Background: an optimization exercise with open tools, aiming at small area. Do not read the settings as production practice. Function was checked by simulation only, so behaviour that the tests miss may differ from the original.

==> flow/design.v <==
package riscv_pkg;
  localparam int XLEN       = 32;
  localparam int REG_ADDR_W = 5;
  localparam int NUM_REGS   = 2 ** REG_ADDR_W;
endpackage : riscv_pkg
module rf_hold (
  input  logic q,
  input  logic load,
  input  logic load_n,
  input  logic wdata,
  output logic d
);
  assign d = (q | load) & (wdata | load_n);
endmodule
module rf_aoi222 (
  input  logic [2:0] sel,
  input  logic [2:0] q,
  output logic       y_n
);
  assign y_n = ~|(sel & q);
endmodule
module rf_final (
  input  logic [9:0] y_n,
  input  logic       sel,
  input  logic       q,
  output logic       rd
);
  assign rd = ~&y_n | (sel & q);
endmodule
module reg_file #(
  parameter int DATA_W = riscv_pkg::XLEN,
  parameter int ADDR_W = riscv_pkg::REG_ADDR_W
) (
  input  logic              clk,
  input  logic              areset,
  input  logic              WE3,
  input  logic [ADDR_W-1:0] A1,
  input  logic [ADDR_W-1:0] A2,
  input  logic [ADDR_W-1:0] A3,
  input  logic [DATA_W-1:0] WD3,
  output logic [DATA_W-1:0] RD1,
  output logic [DATA_W-1:0] RD2
);
  localparam int DEPTH = 2 ** ADDR_W;
  logic [DEPTH-1:1][DATA_W-1:0] register;
  logic [DEPTH-1:1] load, load_n;
  logic [DATA_W-1:0] wdata;
  assign wdata = WD3 & {DATA_W{~areset}};
  for (genvar i = 1; i < DEPTH; i++) begin : g_row
    logic [DATA_W-1:0] d;
    assign load[i]   = areset | (WE3 && (A3 == i));
    assign load_n[i] = ~load[i];
    for (genvar j = 0; j < DATA_W; j++) begin : g_bit
      rf_hold u_hold (
        .q(register[i][j]), .load(load[i]), .load_n(load_n[i]), .wdata(wdata[j]), .d(d[j])
      );
    end
    always_ff @(posedge clk) register[i] <= d;
  end
  logic [DEPTH-1:1] sel1, sel2;
  for (genvar i = 1; i < DEPTH; i++) begin : g_sel
    assign sel1[i] = (A1 == i);
    assign sel2[i] = (A2 == i);
  end
  for (genvar j = 0; j < DATA_W; j++) begin : g_col
    logic [9:0] y1_n, y2_n;
    for (genvar k = 0; k < 10; k++) begin : g_grp
      rf_aoi222 u_p1 (
        .sel(sel1[3*k+3:3*k+1]),
        .q({register[3*k+3][j], register[3*k+2][j], register[3*k+1][j]}),
        .y_n(y1_n[k])
      );
      rf_aoi222 u_p2 (
        .sel(sel2[3*k+3:3*k+1]),
        .q({register[3*k+3][j], register[3*k+2][j], register[3*k+1][j]}),
        .y_n(y2_n[k])
      );
    end
    rf_final u_or1 (.y_n(y1_n), .sel(sel1[31]), .q(register[31][j]), .rd(RD1[j]));
    rf_final u_or2 (.y_n(y2_n), .sel(sel2[31]), .q(register[31][j]), .rd(RD2[j]));
  end
endmodule
==> flow/config.mk <==
export PLATFORM = sky130hd
export DESIGN_NAME = reg_file
export DESIGN_NICKNAME = reg_file
export VERILOG_FILES = /design/flow/design.v
export SDC_FILE = /design/flow/constraint.sdc
export NUM_CORES = 4
export LEC_CHECK = 0
export CAP_MARGIN = 20
export CELL_PAD_IN_SITES_DETAIL_PLACEMENT = 0
export CELL_PAD_IN_SITES_GLOBAL_PLACEMENT = 1
export CORE_MARGIN = 2
export CORE_UTILIZATION = 45
export PLACE_DENSITY = 0.45
export SLEW_MARGIN = 20
export SYNTH_HIERARCHICAL = 1
==> flow/constraint.sdc <==
create_clock -name core_clock -period 6.0 [get_ports {clk}]
set_input_delay 1.2000 -clock core_clock [delete_from_list [all_inputs] [get_ports {clk}]]
set_output_delay 1.2000 -clock core_clock [all_outputs]
set_load 0.01 [all_outputs]
standard.sh (not shown) runs the stock make flow with config.mk's settings and CLKGATE_MAP_FILE= SYNTH_SCRIPT=/design/flow/synth_recipe.tcl, a recipe that flattens the netlist after the stock synthesis.
==> flow/flow/run.sh <==
#!/bin/bash
# Standard layout with these changes: the register array is placed as a
# regular grid before global placement (flow/array_place.tcl) and released
# again after it (flow/unfix.tcl); ports are buffered with buf_2 instead of
# the slow default delay buffer; clock tree synthesis uses clkbuf_4 in
# mid-sized sink clusters with no dummy loads.
set -euo pipefail
export PRE_GLOBAL_PLACE_SKIP_IO_TCL="$PWD/flow/array_place.tcl"
export POST_GLOBAL_PLACE_TCL="$PWD/flow/unfix.tcl"
export BUFFER_PORTS_ARGS="-buffer_cell sky130_fd_sc_hd__buf_2"
export CTS_ARGS="-sink_clustering_enable -repair_clock_nets -dont_use_dummy_load -sink_clustering_size 12 -sink_clustering_max_diameter 50 -buf_list {sky130_fd_sc_hd__clkbuf_4}"
bash standard.sh > flow.log 2>&1
==> flow/flow/array_place.tcl <==
# Place the register array as a regular grid before global placement and fix
# it there, so the global placer puts the decoders and port buffers around it.
# Register x(i) bit j sits in placement row 2*(i-1)+j/16, slot j%16; each slot
# holds the flip-flop, its hold gate and, in the first two registers of each
# group of three, the column's read and-or gate for port 1 or port 2. The
# per-column final or gates sit in rows below the array.
set block [ord::get_db_block]
set core [$block getCoreArea]
set rows [$block getRows]
set site [[lindex $rows 0] getSite]
set sw [$site getWidth]
set rh [$site getHeight]
set slot_sites 36
set slot_w [expr {$slot_sites * $sw}]
set arr_w [expr {16 * $slot_w}]
set n_rows [expr {62 + 3}]
set cx0 [$core xMin]; set cy0 [$core yMin]
set cw [expr {[$core xMax] - $cx0}]; set ch [expr {[$core yMax] - $cy0}]
set x0 [expr {$cx0 + (($cw - $arr_w) / 2 / $sw) * $sw}]
set r0 [expr {(($ch / $rh) - $n_rows) / 2}]
puts "array_place: core ${cw}x${ch} array ${arr_w} rows $n_rows start row $r0"

set row_orient {}
foreach row $rows { dict set row_orient [[$row getBBox] yMin] [$row getOrient] }

# This file is sourced inside a proc, so helpers take everything as arguments.
proc ap_put {inst x r cy0 rh row_orient} {
  set y [expr {$cy0 + $r * $rh}]
  $inst setOrient [dict get $row_orient $y]
  $inst setOrigin $x $y
  $inst setPlacementStatus FIRM
}

proc ap_drv {net} {
  foreach t [$net getITerms] { if {[$t isOutputSignal]} { return [$t getInst] } }
  return ""
}

set nplaced 0
# flip-flops and hold gates
foreach inst [$block getInsts] {
  set name [$inst getName]
  if {![regexp {^register\\?\[([0-9]+)\\?\]} $name -> k]} continue
  set i [expr {$k / 32 + 1}]; set j [expr {$k % 32}]
  set r [expr {$r0 + 3 + 2 * ($i - 1) + $j / 16}]
  set x [expr {$x0 + ($j % 16) * $slot_w}]
  ap_put $inst $x $r $cy0 $rh $row_orient; incr nplaced
  set d [[$inst findITerm D] getNet]
  set h [ap_drv $d]
  ap_put $h [expr {$x + [[$inst getMaster] getWidth]}] $r $cy0 $rh $row_orient; incr nplaced
  set hold_end($i,$j) [expr {$x + [[$inst getMaster] getWidth] + [[$h getMaster] getWidth]}]
}
# read and-or gates
foreach net [$block getNets] {
  set nn [$net getName]
  if {![regexp {^g_col\\?\[([0-9]+)\\?\]\.g_grp\\?\[([0-9]+)\\?\]\.u_p([12])\.y_n$} $nn -> j k p]} continue
  set inst [ap_drv $net]
  set i [expr {3 * $k + $p}]
  set r [expr {$r0 + 3 + 2 * ($i - 1) + $j / 16}]
  ap_put $inst $hold_end($i,$j) $r $cy0 $rh $row_orient; incr nplaced
}
# final or gates, below the array: three rows per slot column
foreach bt [$block getBTerms] {
  set bn [$bt getName]
  if {![regexp {^RD([12])\\?\[([0-9]+)\\?\]$} $bn -> p j]} continue
  set net [$bt getNet]
  set top [ap_drv $net]
  set cells [list $top]
  foreach it [$top getITerms] {
    if {[$it isInputSignal] && [$it getNet] ne "NULL"} {
      set dr [ap_drv [$it getNet]]
      # the gates private to this final or drive only it
      if {$dr ne "" && [llength [[$it getNet] getITerms]] == 2 && ![string match "*dfxtp*" [[$dr getMaster] getName]] && ![string match "*a222oi*" [[$dr getMaster] getName]]} { lappend cells $dr }
    }
  }
  set idx [expr {($p - 1) * 32 + $j}]
  set rr [expr {$r0 + $idx / 22}]
  set x [expr {$x0 + ($idx % 22) * (($arr_w / 22) / $sw) * $sw}]
  foreach c $cells { ap_put $c $x $rr $cy0 $rh $row_orient; set x [expr {$x + [[$c getMaster] getWidth]}]; incr nplaced }
}
puts "array_place: fixed $nplaced instances"
Other scripts of this flow, unchanged in this note and not shown: flow/flow/unfix.tcl
The first run failed in global routing (5_1_grt).
==> next run, changes <==
--- a/flow/flow/array_place.tcl
+++ b/flow/flow/array_place.tcl
@@ -22,0 +23,4 @@
+proc rowinfo {r} {
+  global cy0 rh
+  return [expr {$cy0 + $r * $rh}]
+}
@@ -26,3 +30,3 @@
-# This file is sourced inside a proc, so helpers take everything as arguments.
-proc ap_put {inst x r cy0 rh row_orient} {
-  set y [expr {$cy0 + $r * $rh}]
+proc put {inst x r} {
+  global row_orient
+  set y [rowinfo $r]
@@ -34 +38 @@
-proc ap_drv {net} {
+proc drv_of {net} {
@@ -47 +51 @@
-  ap_put $inst $x $r $cy0 $rh $row_orient; incr nplaced
+  put $inst $x $r; incr nplaced
@@ -49,2 +53,2 @@
-  set h [ap_drv $d]
-  ap_put $h [expr {$x + [[$inst getMaster] getWidth]}] $r $cy0 $rh $row_orient; incr nplaced
+  set h [drv_of $d]
+  put $h [expr {$x + [[$inst getMaster] getWidth]}] $r; incr nplaced
@@ -57 +61 @@
-  set inst [ap_drv $net]
+  set inst [drv_of $net]
@@ -60 +64 @@
-  ap_put $inst $hold_end($i,$j) $r $cy0 $rh $row_orient; incr nplaced
+  put $inst $hold_end($i,$j) $r; incr nplaced
@@ -67 +71 @@
-  set top [ap_drv $net]
+  set top [drv_of $net]
@@ -71 +75 @@
-      set dr [ap_drv [$it getNet]]
+      set dr [drv_of [$it getNet]]
@@ -79 +83 @@
-  foreach c $cells { ap_put $c $x $rr $cy0 $rh $row_orient; set x [expr {$x + [[$c getMaster] getWidth]}]; incr nplaced }
+  foreach c $cells { put $c $x $rr; set x [expr {$x + [[$c getMaster] getWidth]}]; incr nplaced }
Result: The new run died in global placement without I/O (3_1_place_gp_skip_io). Synthesized cell count stays the same. Area after synthesis does not change.
